Context: an optimization exercise on an open-source flow, tuned for a short achievable clock period and few clock cycles. The choices shown serve that exercise and are no tape-out recipe.
In this exercise RTL edits were held to simulation tests only and were not proved equivalent to the original.
Power figures rest on the tool's default switching activity, not on a simulated workload.

<file path="flow/run.sh">
#!/bin/bash
# synth_recipe.tcl (not shown) runs the flow's synth.tcl, then flattens the netlist and writes it again
# the make line also repeats each setting of config.mk as NAME=value (left out here)
make -C /OpenROAD-flow-scripts/flow DESIGN_CONFIG=/design/flow/config.mk WORK_HOME=/design/flow/orfs CLKGATE_MAP_FILE= SYNTH_SCRIPT=/design/flow/synth_recipe.tcl finish
</file>
<file path="flow/config.mk">
export PLATFORM = sky130hd
export DESIGN_NAME = dcache
export DESIGN_NICKNAME = dcache
export VERILOG_FILES = /design/flow/design.v
export SDC_FILE = /design/flow/constraint.sdc
export NUM_CORES = 4
export LEC_CHECK = 0
export ABC_CLOCK_PERIOD_IN_PS = 2500
export CAP_MARGIN = 20
export CORE_MARGIN = 2
export CORE_UTILIZATION = 55
export SETUP_SLACK_MARGIN = 5
export SLEW_MARGIN = 20
</file>
<file path="flow/constraint.sdc">
create_clock -name core_clock -period 8.0 [get_ports {CLK}]
set_input_delay 1.6000 -clock core_clock [delete_from_list [all_inputs] [get_ports {CLK}]]
set_output_delay 1.6000 -clock core_clock [all_outputs]
set_load 0.01 [all_outputs]
</file>
<file path="flow/design.v">
`timescale 1ns/1ps
module cacheWay (
    input  logic         CLK,
    input  logic         nRST,
    input  logic         we,
    input  logic [2:0]   wIndex,
    input  logic         wWord,
    input  logic [31:0]  wData,
    input  logic         fill,
    input  logic [2:0]   fIndex,
    input  logic [25:0]  fTag,
    input  logic         setDirty,
    input  logic         clrDirty,
    input  logic [2:0]   dIndex,
    output logic [7:0]   valid,
    output logic [7:0]   dirty,
    output logic [207:0] tags,        
    output logic [511:0] words        
);
    logic [25:0] tagMem [8];
    logic [31:0] dataMem [16];
    always_ff @(posedge CLK, negedge nRST) begin
        if (!nRST) begin
            valid <= '0;
            dirty <= '0;
        end else begin
            if (fill) begin
                valid[fIndex] <= 1'b1;
            end
            if (setDirty) begin
                dirty[dIndex] <= 1'b1;
            end else if (clrDirty) begin
                dirty[dIndex] <= 1'b0;
            end
        end
    end
    always_ff @(posedge CLK) begin
        if (we) begin
            dataMem[{wIndex, wWord}] <= wData;
        end
        if (fill) begin
            tagMem[fIndex] <= fTag;
        end
    end
    always_comb begin
        for (int s = 0; s < 8; s++) begin
            tags[s*26 +: 26] = tagMem[s];
        end
        for (int k = 0; k < 16; k++) begin
            words[k*32 +: 32] = dataMem[k];
        end
    end
endmodule
`timescale 1ns/1ps
module wayReplace (
    input  logic [15:0] mask,
    output logic        found,
    output logic [3:0]  frame,      
    output logic [15:0] onehot
);
    always_comb begin
        found = |mask;
        frame = 4'd0;
        for (int i = 15; i >= 0; i--) begin
            if (mask[i]) begin
                frame = 4'(i);
            end
        end
        onehot = mask & ~(mask - 16'd1);
    end
endmodule
`timescale 1ns/1ps
`timescale 1ns/1ps
module dcache (
    input  logic        CLK,
    input  logic        nRST,
    input  logic        dp_readEn,
    input  logic        dp_writeEn,
    input  logic        dp_halt,
    input  logic [31:0] dp_addr,
    input  logic [31:0] dp_store,
    output logic        dp_dhit,
    output logic        dp_flushed,
    output logic [31:0] dp_load,
    output logic        mem_dREN,
    output logic        mem_dWEN,
    output logic [31:0] mem_addr,
    output logic [31:0] mem_store,
    input  logic        mem_dwait,
    input  logic [31:0] mem_load
);
    localparam logic [1:0] P_WB0 = 2'd0;
    localparam logic [1:0] P_WB1 = 2'd1;
    localparam logic [1:0] P_F1  = 2'd2;
    localparam logic [1:0] P_F2  = 2'd3;
    logic [7:0]   valid0, valid1, dirty0, dirty1;
    logic [207:0] tags0, tags1;
    logic [511:0] words0, words1;
    logic         we0, we1;
    logic [2:0]   wIndex;
    logic         wWord;
    logic [31:0]  wData;
    logic         fill0, fill1;
    logic         setDirty0, setDirty1, clrDirty0, clrDirty1;
    logic [7:0]   lru;                   
    logic        idle;                   
    logic        busy;                   
    logic        flushMode;
    logic        fPick;                  
    logic        dhitR;
    logic        flushedR;
    logic        drenR, dwenR;
    logic [1:0]  phase;
    logic [29:0] xAddr;                  
    logic [31:0] xData;
    logic [25:0] reqTag;
    logic [2:0]  idxR;
    logic        wordR;
    logic        writeR;
    logic [31:0] storeR;
    logic        chkR;                   
    logic        hitWayR;
    logic        vWayR;                  
    logic [25:0] vTagR;
    logic [31:0] loadR;                  
    logic [31:0] fData;
    logic        fDone;
    logic        fFirst;                 
    logic [2:0]  idx;
    logic [25:0] tag;
    logic        wsel;
    logic [7:0]  dec;
    logic [7:0]  e0, e1;                 
    logic [7:0]  vd;                     
    logic [25:0] vt [8];                 
    logic [31:0] vw0 [8];                
    logic        req;
    logic        h0, h1, hit, vDirty;
    logic [25:0] vTag;
    logic [31:0] vWord0, rd0, rd1;
    assign req = dp_readEn | dp_writeEn;
    assign idx = dp_addr[5:3];
    assign tag = dp_addr[31:6];
    assign wsel = dp_addr[2];
    always_comb begin
        for (int s = 0; s < 8; s++) begin
            dec[s] = (idx == 3'(s));
            e0[s] = valid0[s] & (tags0[s*26 +: 26] == tag);
            e1[s] = valid1[s] & (tags1[s*26 +: 26] == tag);
            vd[s] = lru[s] ? (valid1[s] & dirty1[s]) : (valid0[s] & dirty0[s]);
            vt[s] = lru[s] ? tags1[s*26 +: 26] : tags0[s*26 +: 26];
            vw0[s] = lru[s] ? words1[(2*s)*32 +: 32] : words0[(2*s)*32 +: 32];
        end
        h0 = |(dec & e0);
        h1 = |(dec & e1);
        hit = h0 | h1;
        vDirty = |(dec & vd);
        vTag = '0;
        vWord0 = '0;
        for (int s = 0; s < 8; s++) begin
            vTag = vTag | (vt[s] & {26{dec[s]}});
            vWord0 = vWord0 | (vw0[s] & {32{dec[s]}});
        end
    end
    assign rd0 = words0[{idx, wsel}*32 +: 32];
    assign rd1 = words1[{idx, wsel}*32 +: 32];
    logic [63:0] cur;
    assign cur = vWayR ? words1[{idxR, 1'b0}*32 +: 64] : words0[{idxR, 1'b0}*32 +: 64];
    logic [15:0] dmask;
    logic [15:0] pickMask;
    logic        pFound;
    logic [3:0]  pFrame;
    logic [15:0] pOneHot;
    logic        nFound;
    logic [3:0]  nFrame;
    logic [15:0] nOneHot;
    assign dmask = {valid1 & dirty1, valid0 & dirty0};
    assign pickMask = dwenR ? (dmask & ~(16'd1 << {vWayR, idxR})) : dmask;
    wayReplace pick0 (
        .mask(pickMask),
        .found(pFound),
        .frame(pFrame),
        .onehot(pOneHot)
    );
    logic [25:0] nTag;
    logic [31:0] nWord0;
    always_comb begin
        nTag = '0;
        nWord0 = '0;
        for (int s = 0; s < 8; s++) begin
            nTag = nTag | (tags0[s*26 +: 26] & {26{nOneHot[s]}})
                        | (tags1[s*26 +: 26] & {26{nOneHot[8+s]}});
            nWord0 = nWord0 | (words0[(2*s)*32 +: 32] & {32{nOneHot[s]}})
                            | (words1[(2*s)*32 +: 32] & {32{nOneHot[8+s]}});
        end
    end
    logic xDone;
    logic flushNext;                     
    logic [1:0] nextPhase;
    assign xDone = (drenR | dwenR) & ~mem_dwait;
    assign flushNext = fPick | (flushMode & xDone & (phase == P_WB1));
    assign nextPhase = xDone ? phase + 2'd1 : phase;
    always_ff @(posedge CLK, negedge nRST) begin
        if (!nRST) begin
            idle <= 1'b1;
            busy <= 1'b0;
            flushMode <= 1'b0;
            fPick <= 1'b0;
            dhitR <= 1'b0;
            flushedR <= 1'b0;
            drenR <= 1'b0;
            dwenR <= 1'b0;
            fDone <= 1'b0;
            chkR <= 1'b0;
        end else begin
            fDone <= drenR & ~mem_dwait;
            fPick <= 1'b0;
            chkR <= idle & req & ~dp_halt;
            if (idle) begin
                if (dp_halt) begin
                    idle <= 1'b0;
                    flushMode <= 1'b1;
                    fPick <= 1'b1;
                end else if (req) begin
                    idle <= 1'b0;
                    busy <= 1'b1;
                    dhitR <= hit;
                    dwenR <= ~hit & vDirty;
                    drenR <= ~hit & ~vDirty;
                end
            end else if (busy && dhitR) begin
                busy <= 1'b0;
                idle <= 1'b1;
                dhitR <= 1'b0;
            end else if (flushNext) begin
                dwenR <= nFound;
                flushedR <= ~nFound;
            end else if (xDone) begin
                case (phase)
                    P_WB1: begin
                        dwenR <= 1'b0;
                        drenR <= 1'b1;
                    end
                    P_F2: begin
                        drenR <= 1'b0;
                        dhitR <= 1'b1;
                    end
                    default: ;
                endcase
            end
        end
    end
    always_ff @(posedge CLK) begin
        if (idle) begin
            reqTag <= tag;
            wordR <= wsel;
            writeR <= dp_writeEn;
            storeR <= dp_store;
            hitWayR <= h1;
        end
        if (idle) begin
            idxR <= idx;
            vWayR <= lru[idx];
            vTagR <= vTag;
        end else if (flushNext) begin
            idxR <= nFrame[2:0];
            vWayR <= nFrame[3];
            vTagR <= nTag;
        end
        if (idle) begin
            phase <= vDirty ? P_WB0 : P_F1;
        end else if (flushNext) begin
            phase <= P_WB0;
        end else begin
            phase <= nextPhase;
        end
    end
    always_ff @(posedge CLK) begin
        fData <= mem_load;
        fFirst <= (phase == P_F1);
        nFound <= pFound;
        nFrame <= pFrame;
        nOneHot <= pOneHot;
        if (idle) begin
            xAddr <= vDirty ? {vTag, idx, 1'b0} : {tag, idx, wsel};
            xData <= vWord0;
            loadR <= (rd0 & {32{h0}}) | (rd1 & {32{h1}});
        end else begin
            if (flushNext) begin
                xAddr <= {nTag, nFrame[2:0], 1'b0};
                xData <= nWord0;
            end else begin
                case (nextPhase)
                    P_WB0: xAddr <= {vTagR, idxR, 1'b0};
                    P_WB1: xAddr <= {vTagR, idxR, 1'b1};
                    P_F1:  xAddr <= {reqTag, idxR, wordR};
                    P_F2:  xAddr <= {reqTag, idxR, ~wordR};
                endcase
                xData <= (nextPhase == P_WB1) ? cur[63:32] : cur[31:0];
            end
            loadR <= (fDone && fFirst) ? fData : (wordR ? cur[63:32] : cur[31:0]);
        end
    end
    logic storeHit;
    logic fillEnd;
    logic flushClr;
    assign storeHit = chkR & dhitR & writeR;
    assign fillEnd = busy & dhitR & ~chkR;
    assign flushClr = flushMode & xDone & (phase == P_WB1);
    always_comb begin
        wIndex = idxR;
        if (fDone) begin
            wWord = fFirst ? wordR : ~wordR;
            wData = (fFirst && writeR) ? storeR : fData;
            we0 = ~vWayR;
            we1 = vWayR;
        end else begin
            wWord = wordR;
            wData = storeR;
            we0 = storeHit & ~hitWayR;
            we1 = storeHit & hitWayR;
        end
        fill0 = fillEnd & ~vWayR;
        fill1 = fillEnd & vWayR;
        setDirty0 = (storeHit & ~hitWayR) | (fillEnd & writeR & ~vWayR);
        setDirty1 = (storeHit & hitWayR) | (fillEnd & writeR & vWayR);
        clrDirty0 = (fillEnd & ~writeR & ~vWayR) | (flushClr & ~vWayR);
        clrDirty1 = (fillEnd & ~writeR & vWayR) | (flushClr & vWayR);
    end
    always_ff @(posedge CLK, negedge nRST) begin
        if (!nRST) begin
            lru <= '0;
        end else if (busy && dhitR) begin
            lru[idxR] <= chkR ? ~hitWayR : ~vWayR;
        end
    end
    cacheWay way0 (
        .CLK(CLK), .nRST(nRST),
        .we(we0), .wIndex(wIndex), .wWord(wWord), .wData(wData),
        .fill(fill0), .fIndex(idxR), .fTag(reqTag),
        .setDirty(setDirty0), .clrDirty(clrDirty0), .dIndex(idxR),
        .valid(valid0), .dirty(dirty0), .tags(tags0), .words(words0)
    );
    cacheWay way1 (
        .CLK(CLK), .nRST(nRST),
        .we(we1), .wIndex(wIndex), .wWord(wWord), .wData(wData),
        .fill(fill1), .fIndex(idxR), .fTag(reqTag),
        .setDirty(setDirty1), .clrDirty(clrDirty1), .dIndex(idxR),
        .valid(valid1), .dirty(dirty1), .tags(tags1), .words(words1)
    );
    assign dp_dhit = dhitR;
    assign dp_flushed = flushedR;
    assign dp_load = loadR;
    assign mem_dREN = drenR;
    assign mem_dWEN = dwenR;
    assign mem_addr = {xAddr, 2'b00};
    assign mem_store = xData;
endmodule
</file>
==> impl_metrics.prom, run 1 <==
# TYPE chip_impl_metric gauge
chip_impl_metric{name="vias_per_cell",unit=""} 8.448
chip_impl_metric{name="synth_top_area_share",unit="%"} 50.75
chip_impl_info{name="setup.worst_path.start",value="dp_addr[18]"} 1
chip_impl_metric{name="post_drt_wl_per_cell",unit="um"} 50.80
chip_impl_metric{name="detail_route.wirelength",unit="um"} 480900
chip_impl_info{name="most_frequently_used_cell_type_in_the_post_synthesis_netlist",value="sky130_fd_sc_hd__edfxtp_1"} 1
chip_impl_metric{name="drt_pass1_iterations",unit=""} 11
chip_impl_info{name="cts-root-buf",value="sky130_fd_sc_hd__clkbuf_16"} 1
chip_impl_metric{name="finalCritPeriodShare",unit="%"} 40.98
chip_impl_metric{name="synth_seq_area_share",unit="%"} 55.45
chip_impl_metric{name="syn-instance-count",unit=""} 6786
chip_impl_metric{name="fin_tns_setup",unit="ps"} 0
chip_impl_metric{name="critical_path_required",unit="ps"} 8770
chip_impl_metric{name="insertion_delay",unit="ps"} 890
chip_impl_info{name="holdCritPathClass",value="reg -> reg"} 1
chip_impl_info{name="critical_path.endpoint_type",value="flop"} 1
chip_impl_metric{name="min_period",unit="ps"} 3279
chip_impl_info{name="start_kind",value="input pin"} 1
chip_impl_metric{name="start_util",unit="%"} 55.53
chip_impl_metric{name="num-nets-final",unit=""} 7205
chip_impl_metric{name="route.detailed.drc",unit=""} 0
chip_impl_metric{name="crit_path_max_fanout",unit=""} 8
chip_impl_metric{name="first_global_vias",unit=""} 73010
chip_impl_metric{name="rows",unit=""} 148
chip_impl_metric{name="hold_violations",unit=""} 0
chip_impl_metric{name="final_util",unit="%"} 67.69
chip_impl_metric{name="max_clock_freq",unit="MHz"} 305.0
chip_impl_info{name="timing.critical_path.slowest_stage_cell",value="sky130_fd_sc_hd__nor4_4"} 1
chip_impl_metric{name="globalplace.congestion",unit=""} 1.132
chip_impl_metric{name="io-pin-count",unit=""} 202
chip_impl_metric{name="pre_cts_ws",unit="ps"} 2125
chip_impl_metric{name="irDropWorstVdd",unit="mV"} 0.4868
chip_impl_metric{name="detail_route.iter0.violations",unit=""} 18680
chip_impl_metric{name="clk_transition_reported_paths",unit="ps"} 60
chip_impl_metric{name="place_hpwl",unit="um"} 270200
chip_impl_metric{name="final-max-slew-violation-count",unit=""} 0
chip_impl_metric{name="grt-ovfl-total",unit=""} 0
chip_impl_metric{name="dpl_cell_area",unit="um2"} 95330
chip_impl_metric{name="grt_start_max_net_pins",unit=""} 157
chip_impl_metric{name="post_route_cells_drive_above_1_share",unit="%"} 26.21
chip_impl_metric{name="summed_instance_area_of_the_synthesized_netlist",unit="um2"} 90590
chip_impl_metric{name="detailroute.via_count",unit=""} 79960
chip_impl_info{name="netlist.top_cell.by_area",value="sky130_fd_sc_hd__edfxtp_1"} 1
chip_impl_metric{name="cts_num_sinks",unit=""} 1731
chip_impl_metric{name="die_y",unit="um"} 409.8
chip_impl_info{name="synth_top_flop_cell",value="sky130_fd_sc_hd__edfxtp_1"} 1
chip_impl_metric{name="critPathArrivalTime",unit="ps"} 4050
chip_impl_metric{name="finalHoldWorstSlack",unit="ps"} 515.8
chip_impl_metric{name="flops_latches_synth",unit=""} 1731
chip_impl_metric{name="yosysWarnings",unit=""} 5
chip_impl_metric{name="area_delta_synth_final",unit="%"} 21.92
chip_impl_info{name="cp_common_cell",value="sky130_fd_sc_hd__buf_12"} 1
chip_impl_metric{name="grt_first_pass_wirelength",unit="um"} 628100
chip_impl_metric{name="synth_edf_count",unit=""} 1531
chip_impl_info{name="tritoncts_clock_tree",value="yes"} 1
chip_impl_metric{name="synth_cell_type_count",unit=""} 73
chip_impl_info{name="cells_along_the_critical_path",value="buf_6, buf_12, buf_12, buf_4, xnor2_4, nand4_1, nor4_4, a32oi_2, a41oi_4, buf_12, buf_12, buf_12, nand2_1, o211ai_1"} 1
chip_impl_metric{name="cts.htree.levels",unit=""} 4
chip_impl_metric{name="power_per_cell_area",unit="nW/um2"} 335.1
chip_impl_metric{name="post-route-worst-setup-slack",unit="ps"} 4721
chip_impl_metric{name="synth-async-reset-ratio",unit="%"} 2.889
chip_impl_metric{name="die_width",unit="um"} 409.8
chip_impl_metric{name="postSynthAreaPerCell",unit="um2"} 13.35
chip_impl_metric{name="design.die.area",unit="um2"} 168000
chip_impl_metric{name="grtUsageTotal",unit="%"} 55.45
chip_impl_info{name="rr_startpoint",value="nOneHot[14]"} 1
chip_impl_info{name="criticalPathCategory",value="in -> reg"} 1
chip_impl_metric{name="route.antenna.remaining_nets",unit=""} 0
chip_impl_metric{name="grt_antenna_before_repair",unit=""} 30
chip_impl_metric{name="buffer_ports.inserted",unit=""} 197
chip_impl_info{name="run_status",value="no timing/DRC/antenna violations"} 1
chip_impl_metric{name="reg2reg_setup_slack",unit="ps"} 4730
chip_impl_metric{name="cts-root-to-sink-buffers",unit=""} 3
chip_impl_metric{name="post-route-cell-area",unit="um2"} 110400
chip_impl_metric{name="cts.hold.buffers_added",unit=""} 0
chip_impl_info{name="ys_top_cells_by_count",value="sky130_fd_sc_hd__edfxtp_1 (1531), sky130_fd_sc_hd__mux2i_1 (832), sky130_fd_sc_hd__xnor2_1 (414)"} 1
chip_impl_info{name="synthTopCellsByArea",value="sky130_fd_sc_hd__edfxtp_1 (51%), sky130_fd_sc_hd__mux2i_1 (9.2%), sky130_fd_sc_hd__mux4_2 (7.7%), sky130_fd_sc_hd__xnor2_1 (4.0%), sky130_fd_sc_hd__dfxtp_1 (3.3%)"} 1
chip_impl_metric{name="power.leakage",unit="uW"} 0.03747
chip_impl_metric{name="cap_violations",unit=""} 0
chip_impl_metric{name="numCtsBuffers",unit=""} 178
chip_impl_metric{name="timing.slew.headroom",unit="%"} 18.94
chip_impl_metric{name="tightest_slew",unit="ps"} 1216
chip_impl_metric{name="core_region_area",unit="um2"} 163100
chip_impl_metric{name="fill_cells",unit=""} 11370
chip_impl_metric{name="setup_violations",unit=""} 0
chip_impl_info{name="grt_setup_unrepaired",value="yes"} 1
chip_impl_metric{name="delay_contributed_by_the_slowest_stage_of_the_critical_path",unit="ps"} 320
chip_impl_metric{name="final.setup_skew",unit="ps"} 45.23
layer usage:
metal | GRT usage (%) | vias up | wire [um]
li1 | - | 28250 | -
met1 | 66.90 | 38510 | 151200
met2 | 72.20 | 10150 | 185300
met3 | 30.45 | 3003 | 92840
met4 | 44.35 | 47 | 50360
met5 | 2.557 | - | 1227
metrics by stage:
| stage | instances | total power [uW] |
|---|---|---|
| final | 9465 | 37010 |
| after global routing | 9430 | 37110 |
| after CTS | 9364 | 35350 |
| after detailed placement | 8780 | 25650 |
| after global placement | 8777 | 25510 |
| after floorplan | 6787 | 20140 |
final timing paths:
path                                 end  depth (start not counted)
max in group asynchronous         lru[1]                          2
setup reg to reg               xAddr[17]                          6
hold / removal                      flop                          2
hold reg to reg                     flop                          2
min in group asynchronous  way0.valid[2]                          2
setup / recovery               loadR[17]                         14
flip-flops by register name, summed over array words and instances (netlist names), 2 cells and up, named ones only:
signal        cells
phase             2
idxR              3
fData            32
loadR            32
way1.tagMem     208
way0.dataMem    512
lru               8
nOneHot          16
way0.valid        8
way1.dataMem    512
way0.tagMem     208
nFrame            4
vTagR            26
xAddr            30
storeR           32
way1.valid        8
reqTag           26
xData            32
kinds of logic after synthesis:
family,after synthesis,share of synthesized area (%)
DFF,1731,55.45
adders and majority gates,9,0.1243
and+or+nand+nor,1164,6.593
other,1,0.004140
AOI/OAI and AO/OA,1613,12.40
muxes,1259,18.37
xor gates and xnor gates,423,4.090
buffers and inverters,586,2.967
report_power, final:
group | total (uW) | switching, uW | internal (uW)
Sequential | 12900 | 1440 | 11400
Combinational | 15400 | 9980 | 5440
Clock | 8710 | 3780 | 4930
cell type report:
class | count | area [um2] | share of cell area, %
Clock buffer | 249 | 5061 | 4.583
Sequential cell | 1731 | 50370 | 45.61
Timing Repair Buffer | 684 | 8104 | 7.338
Inverter | 15 | 75.07 | 0.06798
Tap cell | 2175 | 2721 | 2.464
Clock inverter | 85 | 947.2 | 0.8576
Multi-Input combinational cell | 4484 | 43060 | 38.99
Antenna cell | 42 | 105.1 | 0.09517
critical path, delay by kind of cell:
family | cells | cell delay [ps]
xor+xnor | 1 | 270
simple gates | 3 | 570
compound gates | 3 | 540
buf+inv | 7 | 1010
cell usage in the layout (no fill, tap or decap), drive strengths merged, types with 212 or more instances in the layout:
master  synthesis  final
a22oi         344    344
buf           300    572
clkbuf        271    264
edfxtp       1531   1531
mux2i         832    832
mux4          311    311
nand2         255    257
nand4         252    252
nor2          212    212
o21ai         246    246
o22ai         245    245
xnor2         414    414
timing repair:
| action | CTS | global route |
|---|---|---|
| resized for setup | 1220 | 134 |
| buffers inserted | 208 | 48 |
| pin swaps | 136 | 45 |
| setup endpoints to repair | 1577 | 374 |
| cloned | 42 | 11 |
Testbench counts, summed over its fixed seeds: cycles 44,326.
==> run 2: changes to the inputs <==
--- a/flow/design.v
+++ b/flow/design.v
@@ -106,7 +106,8 @@
     logic        idle;                   
     logic        busy;                   
     logic        flushMode;
-    logic        fPick;                  
+    logic        fPend;                  
+    logic [1:0]  fAge;                   
     logic        dhitR;
     logic        flushedR;
     logic        drenR, dwenR;
@@ -122,7 +123,7 @@
     logic        hitWayR;
     logic        vWayR;                  
     logic [25:0] vTagR;
-    logic [31:0] loadR;                  
+    logic [31:0] load0R, load1R;         
     logic [31:0] fData;
     logic        fDone;
     logic        fFirst;                 
@@ -184,6 +185,10 @@
     );
     logic [25:0] nTag;
     logic [31:0] nWord0;
+    logic        sFound;
+    logic [3:0]  sFrame;
+    logic [25:0] sTag;
+    logic [31:0] sWord0;
     always_comb begin
         nTag = '0;
         nWord0 = '0;
@@ -195,17 +200,20 @@
         end
     end
     logic xDone;
+    logic flushDone;                     
     logic flushNext;                     
     logic [1:0] nextPhase;
     assign xDone = (drenR | dwenR) & ~mem_dwait;
-    assign flushNext = fPick | (flushMode & xDone & (phase == P_WB1));
+    assign flushDone = flushMode & xDone & (phase == P_WB1);
+    assign flushNext = (fAge == 2'd2) & (fPend | flushDone);
     assign nextPhase = xDone ? phase + 2'd1 : phase;
     always_ff @(posedge CLK, negedge nRST) begin
         if (!nRST) begin
             idle <= 1'b1;
             busy <= 1'b0;
             flushMode <= 1'b0;
-            fPick <= 1'b0;
+            fPend <= 1'b0;
+            fAge <= 2'd0;
             dhitR <= 1'b0;
             flushedR <= 1'b0;
             drenR <= 1'b0;
@@ -214,13 +222,17 @@
             chkR <= 1'b0;
         end else begin
             fDone <= drenR & ~mem_dwait;
-            fPick <= 1'b0;
             chkR <= idle & req & ~dp_halt;
+            if ((idle && dp_halt) || flushNext) begin
+                fAge <= 2'd0;
+            end else if (fAge != 2'd2) begin
+                fAge <= fAge + 2'd1;
+            end
             if (idle) begin
                 if (dp_halt) begin
                     idle <= 1'b0;
                     flushMode <= 1'b1;
-                    fPick <= 1'b1;
+                    fPend <= 1'b1;
                 end else if (req) begin
                     idle <= 1'b0;
                     busy <= 1'b1;
@@ -233,8 +245,12 @@
                 idle <= 1'b1;
                 dhitR <= 1'b0;
             end else if (flushNext) begin
-                dwenR <= nFound;
-                flushedR <= ~nFound;
+                dwenR <= sFound;
+                flushedR <= ~sFound;
+                fPend <= 1'b0;
+            end else if (flushDone) begin
+                dwenR <= 1'b0;
+                fPend <= 1'b1;
             end else if (xDone) begin
                 case (phase)
                     P_WB1: begin
@@ -263,9 +279,9 @@
             vWayR <= lru[idx];
             vTagR <= vTag;
         end else if (flushNext) begin
-            idxR <= nFrame[2:0];
-            vWayR <= nFrame[3];
-            vTagR <= nTag;
+            idxR <= sFrame[2:0];
+            vWayR <= sFrame[3];
+            vTagR <= sTag;
         end
         if (idle) begin
             phase <= vDirty ? P_WB0 : P_F1;
@@ -280,15 +296,20 @@
         fFirst <= (phase == P_F1);
         nFound <= pFound;
         nFrame <= pFrame;
+        sFound <= nFound;
+        sFrame <= nFrame;
+        sTag <= nTag;
+        sWord0 <= nWord0;
         nOneHot <= pOneHot;
         if (idle) begin
             xAddr <= vDirty ? {vTag, idx, 1'b0} : {tag, idx, wsel};
             xData <= vWord0;
-            loadR <= (rd0 & {32{h0}}) | (rd1 & {32{h1}});
+            load0R <= rd0 & {32{h0}};
+            load1R <= rd1 & {32{h1}};
         end else begin
             if (flushNext) begin
-                xAddr <= {nTag, nFrame[2:0], 1'b0};
-                xData <= nWord0;
+                xAddr <= {sTag, sFrame[2:0], 1'b0};
+                xData <= sWord0;
             end else begin
                 case (nextPhase)
                     P_WB0: xAddr <= {vTagR, idxR, 1'b0};
@@ -298,7 +319,8 @@
                 endcase
                 xData <= (nextPhase == P_WB1) ? cur[63:32] : cur[31:0];
             end
-            loadR <= (fDone && fFirst) ? fData : (wordR ? cur[63:32] : cur[31:0]);
+            load0R <= (fDone && fFirst) ? fData : (wordR ? cur[63:32] : cur[31:0]);
+            load1R <= '0;
         end
     end
     logic storeHit;
@@ -306,7 +328,7 @@
     logic flushClr;
     assign storeHit = chkR & dhitR & writeR;
     assign fillEnd = busy & dhitR & ~chkR;
-    assign flushClr = flushMode & xDone & (phase == P_WB1);
+    assign flushClr = flushDone;
     always_comb begin
         wIndex = idxR;
         if (fDone) begin
@@ -350,7 +372,7 @@
     );
     assign dp_dhit = dhitR;
     assign dp_flushed = flushedR;
-    assign dp_load = loadR;
+    assign dp_load = load0R | load1R;
     assign mem_dREN = drenR;
     assign mem_dWEN = dwenR;
     assign mem_addr = {xAddr, 2'b00};
==> run 2 against run 1 <==
Effect of this change:
- final area rose by 3.3%
- die area rose by 2.3%
- utilization rose by 0.55 points
- global-route usage fell by 1.3 points
- fmax fell by 1.5%
- via count fell by 2.3%
- sequential cell count rose by 97
- total power rose by 5.0%
- synthesized cell count fell by 3.9%
- critical endpoint is now load1R[11]
- largest cell class unchanged
- highest routed layer unchanged
==> impl_metrics.prom, run 2 <==
# TYPE chip_impl_metric gauge
chip_impl_metric{name="flops_latches_synth",unit=""} 1828
chip_impl_metric{name="reg2reg_setup_slack",unit="ps"} 4840
chip_impl_metric{name="worst_r2r_path_depth",unit=""} 6
chip_impl_info{name="cts-root-buf",value="sky130_fd_sc_hd__clkbuf_16"} 1
chip_impl_metric{name="grt_antenna_before_repair",unit=""} 37
chip_impl_info{name="critical_path.endpoint_type",value="flop"} 1
chip_impl_info{name="cells_along_the_critical_path",value="buf_4, xnor2_1, nand2_1, nor4_4, nand2_2, nand4_1, o21ai_4, buf_12, buf_6, buf_16, a211oi_2"} 1
chip_impl_metric{name="detail_route.iter0.violations",unit=""} 19260
chip_impl_metric{name="synth_seq_area_share",unit="%"} 56.29
chip_impl_info{name="synth_top_flop_cell",value="sky130_fd_sc_hd__edfxtp_1"} 1
chip_impl_metric{name="crit_path_max_fanout",unit=""} 18
chip_impl_info{name="source_of_the_worst_hold_timing_path",value="nFound"} 1
chip_impl_info{name="synthTopCellsByArea",value="sky130_fd_sc_hd__edfxtp_1 (50%), sky130_fd_sc_hd__mux4_2 (11%), sky130_fd_sc_hd__mux2i_1 (7.5%), sky130_fd_sc_hd__dfxtp_1 (5.3%), sky130_fd_sc_hd__xnor2_1 (3.9%)"} 1
chip_impl_metric{name="finalCritPeriodShare",unit="%"} 41.63
chip_impl_metric{name="synth-async-reset-ratio",unit="%"} 2.845
chip_impl_metric{name="start_util",unit="%"} 55.43
chip_impl_info{name="criticalPathCategory",value="in -> reg"} 1
chip_impl_metric{name="final-max-slew-violation-count",unit=""} 0
chip_impl_metric{name="cts.htree.levels",unit=""} 4
chip_impl_metric{name="grt-ovfl-total",unit=""} 0
chip_impl_metric{name="grt_util_met2",unit="%"} 68.23
chip_impl_metric{name="cap_violations",unit=""} 0
chip_impl_metric{name="yosysWarnings",unit=""} 5
chip_impl_metric{name="delay_contributed_by_the_slowest_stage_of_the_critical_path",unit="ps"} 500
chip_impl_metric{name="route.detailed.drc",unit=""} 0
chip_impl_info{name="grt_most_used_layer",value="met2"} 1
chip_impl_info{name="timing.critical_path.slowest_stage_cell",value="sky130_fd_sc_hd__xnor2_1"} 1
chip_impl_info{name="timing.hold.worst_endpoint",value="sFound"} 1
chip_impl_metric{name="route.antenna.remaining_nets",unit=""} 0
chip_impl_metric{name="io-pin-count",unit=""} 202
chip_impl_metric{name="place_hpwl",unit="um"} 274300
chip_impl_metric{name="rows",unit=""} 150
chip_impl_metric{name="die_y",unit="um"} 414.5
chip_impl_metric{name="final_util",unit="%"} 68.24
chip_impl_info{name="ys_top_cells_by_count",value="sky130_fd_sc_hd__edfxtp_1 (1531), sky130_fd_sc_hd__mux2i_1 (698), sky130_fd_sc_hd__mux4_2 (464)"} 1
chip_impl_metric{name="whs_path_depth",unit=""} 0
chip_impl_metric{name="vias_per_cell",unit=""} 8.417
chip_impl_metric{name="synth_top_area_share",unit="%"} 49.60
chip_impl_metric{name="tightest_slew",unit="ps"} 1366
chip_impl_info{name="holdCritPathClass",value="reg -> reg"} 1
chip_impl_metric{name="irDropWorstVdd",unit="mV"} 0.2901
chip_impl_info{name="grt_setup_unrepaired",value="yes"} 1
chip_impl_metric{name="num-nets-final",unit=""} 6991
chip_impl_metric{name="drt_pass1_iterations",unit=""} 13
chip_impl_metric{name="power.leakage",unit="uW"} 0.03839
chip_impl_info{name="commonest_cells_after_routing_fill_and_taps_aside",value="sky130_fd_sc_hd__edfxtp_1 (1531), sky130_fd_sc_hd__mux2i_1 (698), sky130_fd_sc_hd__mux4_2 (464)"} 1
chip_impl_metric{name="max_clock_freq",unit="MHz"} 300.3
chip_impl_info{name="most_frequently_used_cell_type_in_the_post_synthesis_netlist",value="sky130_fd_sc_hd__edfxtp_1"} 1
chip_impl_metric{name="finalHoldWorstSlack",unit="ps"} 323.7
chip_impl_metric{name="cts_num_sinks",unit=""} 1828
chip_impl_metric{name="post_drt_wl_per_cell",unit="um"} 51.44
chip_impl_metric{name="power_per_cell_area",unit="nW/um2"} 340.6
chip_impl_info{name="largest_registers",value="way0.dataMem (512), way1.dataMem (512)"} 1
chip_impl_metric{name="first_global_vias",unit=""} 71580
chip_impl_metric{name="area_delta_synth_final",unit="%"} 23.11
chip_impl_metric{name="cts-root-to-sink-buffers",unit=""} 3
chip_impl_metric{name="summed_instance_area_of_the_synthesized_netlist",unit="um2"} 92690
chip_impl_info{name="layout.cells.most_common",value="sky130_fd_sc_hd__edfxtp_1"} 1
chip_impl_metric{name="synth_cell_type_count",unit=""} 78
chip_impl_metric{name="critPathArrivalTime",unit="ps"} 4110
chip_impl_metric{name="die_width",unit="um"} 414.5
chip_impl_metric{name="fill_cells",unit=""} 11050
chip_impl_metric{name="design.die.area",unit="um2"} 171800
chip_impl_metric{name="hold_violations",unit=""} 0
chip_impl_info{name="cp_top_family",value="simple AND/OR/NAND/NOR gates"} 1
chip_impl_metric{name="insertion_delay",unit="ps"} 910
chip_impl_metric{name="timing.slew.headroom",unit="%"} 8.926
chip_impl_info{name="tritoncts_clock_tree",value="yes"} 1
chip_impl_info{name="run_status",value="no timing/DRC/antenna violations"} 1
chip_impl_metric{name="gr-usage-met3",unit="%"} 34.23
chip_impl_metric{name="postSynthAreaPerCell",unit="um2"} 14.22
chip_impl_metric{name="cp_num_buf_inv",unit=""} 4
chip_impl_metric{name="groute.layer.met1.usage",unit="%"} 67.52
chip_impl_metric{name="syn-instance-count",unit=""} 6520
chip_impl_metric{name="core_region_area",unit="um2"} 167200
chip_impl_metric{name="min_period",unit="ps"} 3330
chip_impl_metric{name="post_route_cells_drive_above_1_share",unit="%"} 29.70
chip_impl_metric{name="clk_transition_reported_paths",unit="ps"} 60
chip_impl_metric{name="grt_first_pass_wirelength",unit="um"} 624400
chip_impl_metric{name="numCtsBuffers",unit=""} 191
chip_impl_metric{name="critical_path_required",unit="ps"} 8780
chip_impl_metric{name="final.setup_skew",unit="ps"} 58.32
chip_impl_metric{name="buffer_ports.inserted",unit=""} 197
chip_impl_info{name="netlist.top_cell.by_area",value="sky130_fd_sc_hd__edfxtp_1"} 1
chip_impl_info{name="start_kind",value="input pin"} 1
chip_impl_metric{name="detail_route.wirelength",unit="um"} 477600
chip_impl_metric{name="grt_start_max_net_pins",unit=""} 119
chip_impl_info{name="rr_startpoint",value="fDone"} 1
chip_impl_metric{name="fin_tns_setup",unit="ps"} 0
chip_impl_metric{name="setup_violations",unit=""} 0
chip_impl_metric{name="grtUsageTotal",unit="%"} 54.11
chip_impl_metric{name="globalplace.congestion",unit=""} 1.099
chip_impl_info{name="regToRegEndpoint",value="way0.dataMem[8][10]"} 1
chip_impl_metric{name="synth_edf_count",unit=""} 1531
chip_impl_metric{name="detailroute.via_count",unit=""} 78160
-- run 2: changes by cell type after synthesis, moves of 38 or more --
| cell | before | now |
|---|---|---|
| sky130_fd_sc_hd__a22oi_1 | 344 | 27 |
| sky130_fd_sc_hd__mux4_2 | 311 | 464 |
| sky130_fd_sc_hd__mux2i_1 | 832 | 698 |
| sky130_fd_sc_hd__a22o_1 | 114 | 238 |
| sky130_fd_sc_hd__o21ai_0 | 245 | 136 |
| sky130_fd_sc_hd__dfxtp_1 | 150 | 245 |
| sky130_fd_sc_hd__nand3_1 | 117 | 30 |
| sky130_fd_sc_hd__a211oi_1 | 114 | 184 |
| sky130_fd_sc_hd__a221oi_1 | 181 | 248 |
| sky130_fd_sc_hd__o22ai_1 | 245 | 186 |
| sky130_fd_sc_hd__a211o_1 | 49 | 1 |
| sky130_fd_sc_hd__nor3_1 | 69 | 31 |
-- run 2: final cells by class --
class / count / area, um2 / area share [%]
repair inverters: 1 / 8.758 / 0.007675
clock buffers: 271 / 5590 / 4.899
diodes: 34 / 85.08 / 0.07456
multi-input cells: 4137 / 43340 / 37.98
clock inverters: 91 / 1159 / 1.015
repair buffers: 707 / 8795 / 7.707
well taps: 2204 / 2758 / 2.417
inverters: 13 / 67.56 / 0.05921
flip-flops and latches: 1828 / 52310 / 45.84
-- run 2: cells by family after synthesis --
kind of cell | share of synthesized area, %
adders and majority gates | 0.1350
muxes | 19.92
xor gates and xnor gates | 3.978
other | 0.004046
DFF | 56.29
buffers and inverters | 2.752
AOI/OAI and AO/OA | 10.93
and+or+nand+nor | 5.986
-- run 2: power by group --
| part | switching, uW | leakage [uW] | internal [uW] | total, uW |
|---|---|---|---|---|
| registers | 1610 | 0.0165 | 12100 | 13700 |
| clock network | 4000 | 0.00329 | 5620 | 9620 |
| logic | 9610 | 0.0186 | 5930 | 15500 |
| total | 15200 | 0.0384 | 23600 | 38900 |
-- run 2: how the worst max path moves through the flow --
stage,start,to,cells past startpoint
after floorplan,vWayR,way0.dataMem[0][0],8
after global placement,dp_addr[24],drenR,9
after detailed placement,dp_addr[24],drenR,9
after CTS,dp_addr[3],drenR,9
after global routing,dp_addr[30],load1R[8],12
final,dp_addr[8],load1R[11],11
-- run 2: worst reg2reg max path, cell delays in order (launching register included) --
cell and delay (ps):
sky130_fd_sc_hd__dfrtp_1 530, sky130_fd_sc_hd__inv_1 220, sky130_fd_sc_hd__nand2_1 120, sky130_fd_sc_hd__o32ai_2 530, sky130_fd_sc_hd__nand2_2 410, sky130_fd_sc_hd__nor2_4 320
sky130_fd_sc_hd__buf_4 610
-- run 2: routing by layer --
layer  share of wire, %  vias to the layer above
li1                   -                    27480
met1                 32                    37940
met2                 38                     9856
met3                 21                     2828
met4                9.0                       52
met5               0.24                        -
-- run 2: what timing repair did --
item	4_1_cts	5_1_grt
hold buffers	0	0
setup endpoints to repair	1591	395
setup buffers	190	80
pin swaps	122	54
gates cloned	41	9
gates resized for setup	1313	128
-- run 2: metrics by stage --
step	cell area, um2	setup slack, ps	std cells	power (uW)
5_1_grt	114000	4720	9256	39050
3_3_place_gp	97740	1844	8567	26350
3_5_place_dp	97810	1856	8570	26460
6_report	114100	4670	9286	38860
2_1_floorplan	94380	4533	6521	20970
4_1_cts	112300	4689	9163	37320
Testbench counts of run 2, summed over its fixed seeds: cycles 44,345.
==> run 3: changes to the inputs <==
--- a/flow/config.mk
+++ b/flow/config.mk
@@ -9,5 +9,6 @@
 export CAP_MARGIN = 20
 export CORE_MARGIN = 2
 export CORE_UTILIZATION = 55
+export PLACE_DENSITY = 0.7
 export SETUP_SLACK_MARGIN = 5
 export SLEW_MARGIN = 20
==> run 3 against run 2 <==
Effect of this change:
- sequential power about the same
- critical path depth down 2
- area after synthesis unchanged
- largest power group unchanged
==> impl_metrics.prom, run 3 <==
# TYPE chip_impl_metric gauge
chip_impl_info{name="run_status",value="no timing/DRC/antenna violations"} 1
chip_impl_metric{name="drt_pass1_iterations",unit=""} 13
chip_impl_metric{name="cts-root-to-sink-buffers",unit=""} 3
chip_impl_metric{name="cp_num_buf_inv",unit=""} 2
chip_impl_metric{name="tightest_slew",unit="ps"} 1405
chip_impl_metric{name="critical_path_required",unit="ps"} 8790
chip_impl_metric{name="critPathArrivalTime",unit="ps"} 4060
chip_impl_metric{name="irDropWorstVdd",unit="mV"} 0.3035
chip_impl_metric{name="post_route_cells_drive_above_1_share",unit="%"} 30.18
chip_impl_info{name="cells_along_the_critical_path",value="buf_4, buf_6, xnor2_2, nand2_2, nor4_1, a22oi_2, nand4_1, nor4_4, o2bb2ai_1"} 1
chip_impl_metric{name="grt-ovfl-total",unit=""} 0
chip_impl_metric{name="setup_violations",unit=""} 0
chip_impl_metric{name="combinationalPowerShare",unit="%"} 39.9
chip_impl_info{name="synthTopCellsByArea",value="sky130_fd_sc_hd__edfxtp_1 (50%), sky130_fd_sc_hd__mux4_2 (11%), sky130_fd_sc_hd__mux2i_1 (7.5%), sky130_fd_sc_hd__dfxtp_1 (5.3%), sky130_fd_sc_hd__xnor2_1 (3.9%)"} 1
chip_impl_metric{name="pre_cts_ws",unit="ps"} 2002
chip_impl_metric{name="detail_route.wirelength",unit="um"} 477500
chip_impl_metric{name="finalHoldWorstSlack",unit="ps"} 326.8
chip_impl_info{name="tritoncts_clock_tree",value="yes"} 1
chip_impl_metric{name="post-route-cell-area",unit="um2"} 114000
chip_impl_metric{name="dpl_cell_area",unit="um2"} 97930
chip_impl_metric{name="max_clock_freq",unit="MHz"} 305.5
chip_impl_metric{name="die_width",unit="um"} 414.5
chip_impl_metric{name="cts.hold.buffers_added",unit=""} 0
chip_impl_info{name="criticalPathCategory",value="in -> reg"} 1
chip_impl_metric{name="intPower",unit="uW"} 23470
chip_impl_metric{name="post_drt_wl_per_cell",unit="um"} 51.40
chip_impl_metric{name="vias_per_cell",unit=""} 8.444
chip_impl_metric{name="p_clk_share",unit="%"} 24.7
chip_impl_info{name="most_frequently_used_cell_type_in_the_post_synthesis_netlist",value="sky130_fd_sc_hd__edfxtp_1"} 1
chip_impl_metric{name="seqPwrFrac",unit="%"} 35.4
chip_impl_metric{name="postSynthAreaPerCell",unit="um2"} 14.22
chip_impl_metric{name="route.antenna.remaining_nets",unit=""} 0
chip_impl_metric{name="globalplace.congestion",unit=""} 1.155
chip_impl_metric{name="total_switching_power",unit="uW"} 15280
chip_impl_metric{name="timing.slew.headroom",unit="%"} 6.344
chip_impl_metric{name="delay_contributed_by_the_slowest_stage_of_the_critical_path",unit="ps"} 630
chip_impl_info{name="timing.critical_path.slowest_stage_cell",value="sky130_fd_sc_hd__nor4_4"} 1
chip_impl_metric{name="cts.htree.levels",unit=""} 4
chip_impl_info{name="ys_top_cells_by_count",value="sky130_fd_sc_hd__edfxtp_1 (1531), sky130_fd_sc_hd__mux2i_1 (698), sky130_fd_sc_hd__mux4_2 (464)"} 1
chip_impl_metric{name="min_period",unit="ps"} 3273
chip_impl_info{name="holdCritPathClass",value="reg -> reg"} 1
chip_impl_metric{name="power.leakage",unit="uW"} 0.03841
chip_impl_metric{name="flops_latches_synth",unit=""} 1828
chip_impl_info{name="layout.cells.most_common",value="sky130_fd_sc_hd__edfxtp_1"} 1
chip_impl_info{name="netlist.top_cell.by_area",value="sky130_fd_sc_hd__edfxtp_1"} 1
chip_impl_info{name="commonest_cells_after_routing_fill_and_taps_aside",value="sky130_fd_sc_hd__edfxtp_1 (1531), sky130_fd_sc_hd__mux2i_1 (698), sky130_fd_sc_hd__mux4_2 (464)"} 1
chip_impl_info{name="cp_top_family",value="simple AND/OR/NAND/NOR gates"} 1
chip_impl_metric{name="design.die.area",unit="um2"} 171800
chip_impl_metric{name="grt_first_pass_wirelength",unit="um"} 622000
chip_impl_metric{name="cts_num_sinks",unit=""} 1828
chip_impl_metric{name="met3_wirelength",unit="um"} 99240
chip_impl_info{name="largest_registers",value="way0.dataMem (512), way1.dataMem (512)"} 1
chip_impl_metric{name="yosysWarnings",unit=""} 5
chip_impl_metric{name="place_hpwl",unit="um"} 278400
chip_impl_metric{name="buffer_ports.inserted",unit=""} 197
chip_impl_metric{name="io-pin-count",unit=""} 202
chip_impl_metric{name="numCtsBuffers",unit=""} 188
chip_impl_metric{name="power_per_cell_area",unit="nW/um2"} 340.0
chip_impl_metric{name="final-max-slew-violation-count",unit=""} 0
chip_impl_metric{name="first_global_vias",unit=""} 71280
chip_impl_metric{name="finalCritPeriodShare",unit="%"} 40.91
chip_impl_metric{name="die_y",unit="um"} 414.5
chip_impl_metric{name="grt_antenna_before_repair",unit=""} 49
chip_impl_metric{name="crit_path_max_fanout",unit=""} 10
chip_impl_info{name="highest-signal-layer",value="met5"} 1
chip_impl_info{name="grt_setup_unrepaired",value="yes"} 1
chip_impl_metric{name="clk_transition_reported_paths",unit="ps"} 70
chip_impl_metric{name="grtUsageTotal",unit="%"} 53.86
chip_impl_metric{name="synth_cell_type_count",unit=""} 78
chip_impl_metric{name="cap_violations",unit=""} 0
chip_impl_metric{name="detail_route.iter0.violations",unit=""} 18510
chip_impl_info{name="cts-root-buf",value="sky130_fd_sc_hd__clkbuf_16"} 1
chip_impl_metric{name="synth_edf_count",unit=""} 1531
chip_impl_metric{name="synth_top_area_share",unit="%"} 49.60
chip_impl_metric{name="post-route-worst-setup-slack",unit="ps"} 4727
chip_impl_metric{name="routed-wl-met2",unit="um"} 177800
chip_impl_metric{name="syn-instance-count",unit=""} 6520
chip_impl_info{name="critical_path.endpoint_type",value="flop"} 1
chip_impl_metric{name="grt_start_max_net_pins",unit=""} 112
chip_impl_metric{name="insertion_delay",unit="ps"} 880
chip_impl_metric{name="final.setup_skew",unit="ps"} 39.78
chip_impl_metric{name="reg2reg_setup_slack",unit="ps"} 4840
chip_impl_info{name="synth_top_flop_cell",value="sky130_fd_sc_hd__edfxtp_1"} 1
chip_impl_metric{name="detailroute.via_count",unit=""} 78450
chip_impl_metric{name="start_util",unit="%"} 55.43
chip_impl_metric{name="area_delta_synth_final",unit="%"} 22.97
chip_impl_metric{name="hold_violations",unit=""} 0
chip_impl_metric{name="route.detailed.drc",unit=""} 0
chip_impl_metric{name="num-nets-final",unit=""} 6995
chip_impl_metric{name="summed_instance_area_of_the_synthesized_netlist",unit="um2"} 92690
chip_impl_metric{name="synth_seq_area_share",unit="%"} 56.29
chip_impl_metric{name="final_util",unit="%"} 68.16
chip_impl_metric{name="core_region_area",unit="um2"} 167200
chip_impl_metric{name="route.layer.met1.wl",unit="um"} 157000
chip_impl_metric{name="synth-async-reset-ratio",unit="%"} 2.845
chip_impl_info{name="start_kind",value="input pin"} 1
chip_impl_metric{name="rows",unit=""} 150
chip_impl_metric{name="fin_tns_setup",unit="ps"} 0
chip_impl_metric{name="switching_share",unit="%"} 39.43
-- run 3: final cells by class --
type | count | area [um2]
inverter | 13 | 63.81
clock buffer | 238 | 5211
fill | 11170 | 53240
clock inverter | 119 | 1476
multi-input combinational | 4137 | 43360
tap | 2204 | 2758
sequential | 1828 | 52310
antenna | 36 | 90.09
timing repair buffer | 715 | 8713
-- run 3: power groups by stage --
| stage | clock, uW | combinational, uW | sequential, uW |
|---|---|---|---|
| after CTS | 9480 | 14100 | 13500 |
| after global routing | 9870 | 15500 | 13700 |
| after detailed placement | 0 | 12900 | 13700 |
| after global placement | 0 | 12800 | 13700 |
| after floorplan | 0 | 8210 | 12800 |
| final | 9560 | 15500 | 13700 |
-- run 3: routing by layer --
metal  up-vias  track usage, %
li1      27530               -
met1     38370           68.68
met2      9795           67.34
met3      2681           32.68
met4        74           35.57
met5         -           1.973
-- run 3: through the flow --
stage | instances | total power (uW)
floorplan | 6521 | 20970
global placement | 8578 | 26530
detailed placement | 8582 | 26630
CTS | 9182 | 37150
global route | 9257 | 39000
finish | 9290 | 38760
-- run 3: worst paths after layout --
path                             start                         end  depth (start not counted)
hold reg to reg              nFrame[2]                   sFrame[2]                          0
hold / removal               nFrame[2]                   sFrame[2]                          0
setup reg to reg                lru[4]                   xAddr[22]                          6
max in group asynchronous         nRST                      lru[6]                          2
min in group asynchronous         nRST  asynchronous set/reset pin                          2
setup / recovery           dp_addr[14]                       drenR                          9
-- run 3: cell families (layout without fill, tap and decap cells) --
kind of cell               Yosys count  count (layout)  share of synthesized area, %
other                                1              38                      0.004046
adders and majority gates           10              10                        0.1350
DFF                               1828            1828                         56.29
AOI/OAI and AO/OA                 1393            1394                         10.93
xor gates and xnor gates           421             421                         3.978
buffers and inverters              560            1085                         2.752
muxes                             1253            1253                         19.92
and+or+nand+nor                   1054            1057                         5.986
-- run 3: what timing repair did --
| item | in CTS | in global routing |
|---|---|---|
| resized for setup | 1291 | 151 |
| pin swaps | 138 | 57 |
| cloned | 47 | 10 |
| setup endpoints to repair | 1583 | 462 |
| setup buffers | 196 | 62 |

[static timing again, ports no longer ideal]
The results above use ideal ports. As a check the final layouts listed here were re-extracted and re-timed, cells and wires unchanged.
Step 1: set_driving_cell puts a clkbuf_16 on CLK and a buf_2 on each other input, an assumption about the parent block.
Step 2 also shifts input and output timing later by t, the mid clock arrival at the registers, as if the neighbouring blocks saw the same clock.
a / b / c = no drivers / after step 1 / after step 2; a / b = the first two.
run	t (ns)	setup WS [ns]	cell pins on the clock port's net
run 1	0.957	4.721 / 4.491 / 3.535	1
run 2	0.972	4.670 / 4.473 / 3.500	1
run 3	0.944	4.727 / 4.600 / 3.656	1
After both steps setup and hold are still met in every run listed. For run 1, which loses most, drivers alone change the setup slack by -0.230 ns; drivers and shift together by -1.186 ns.
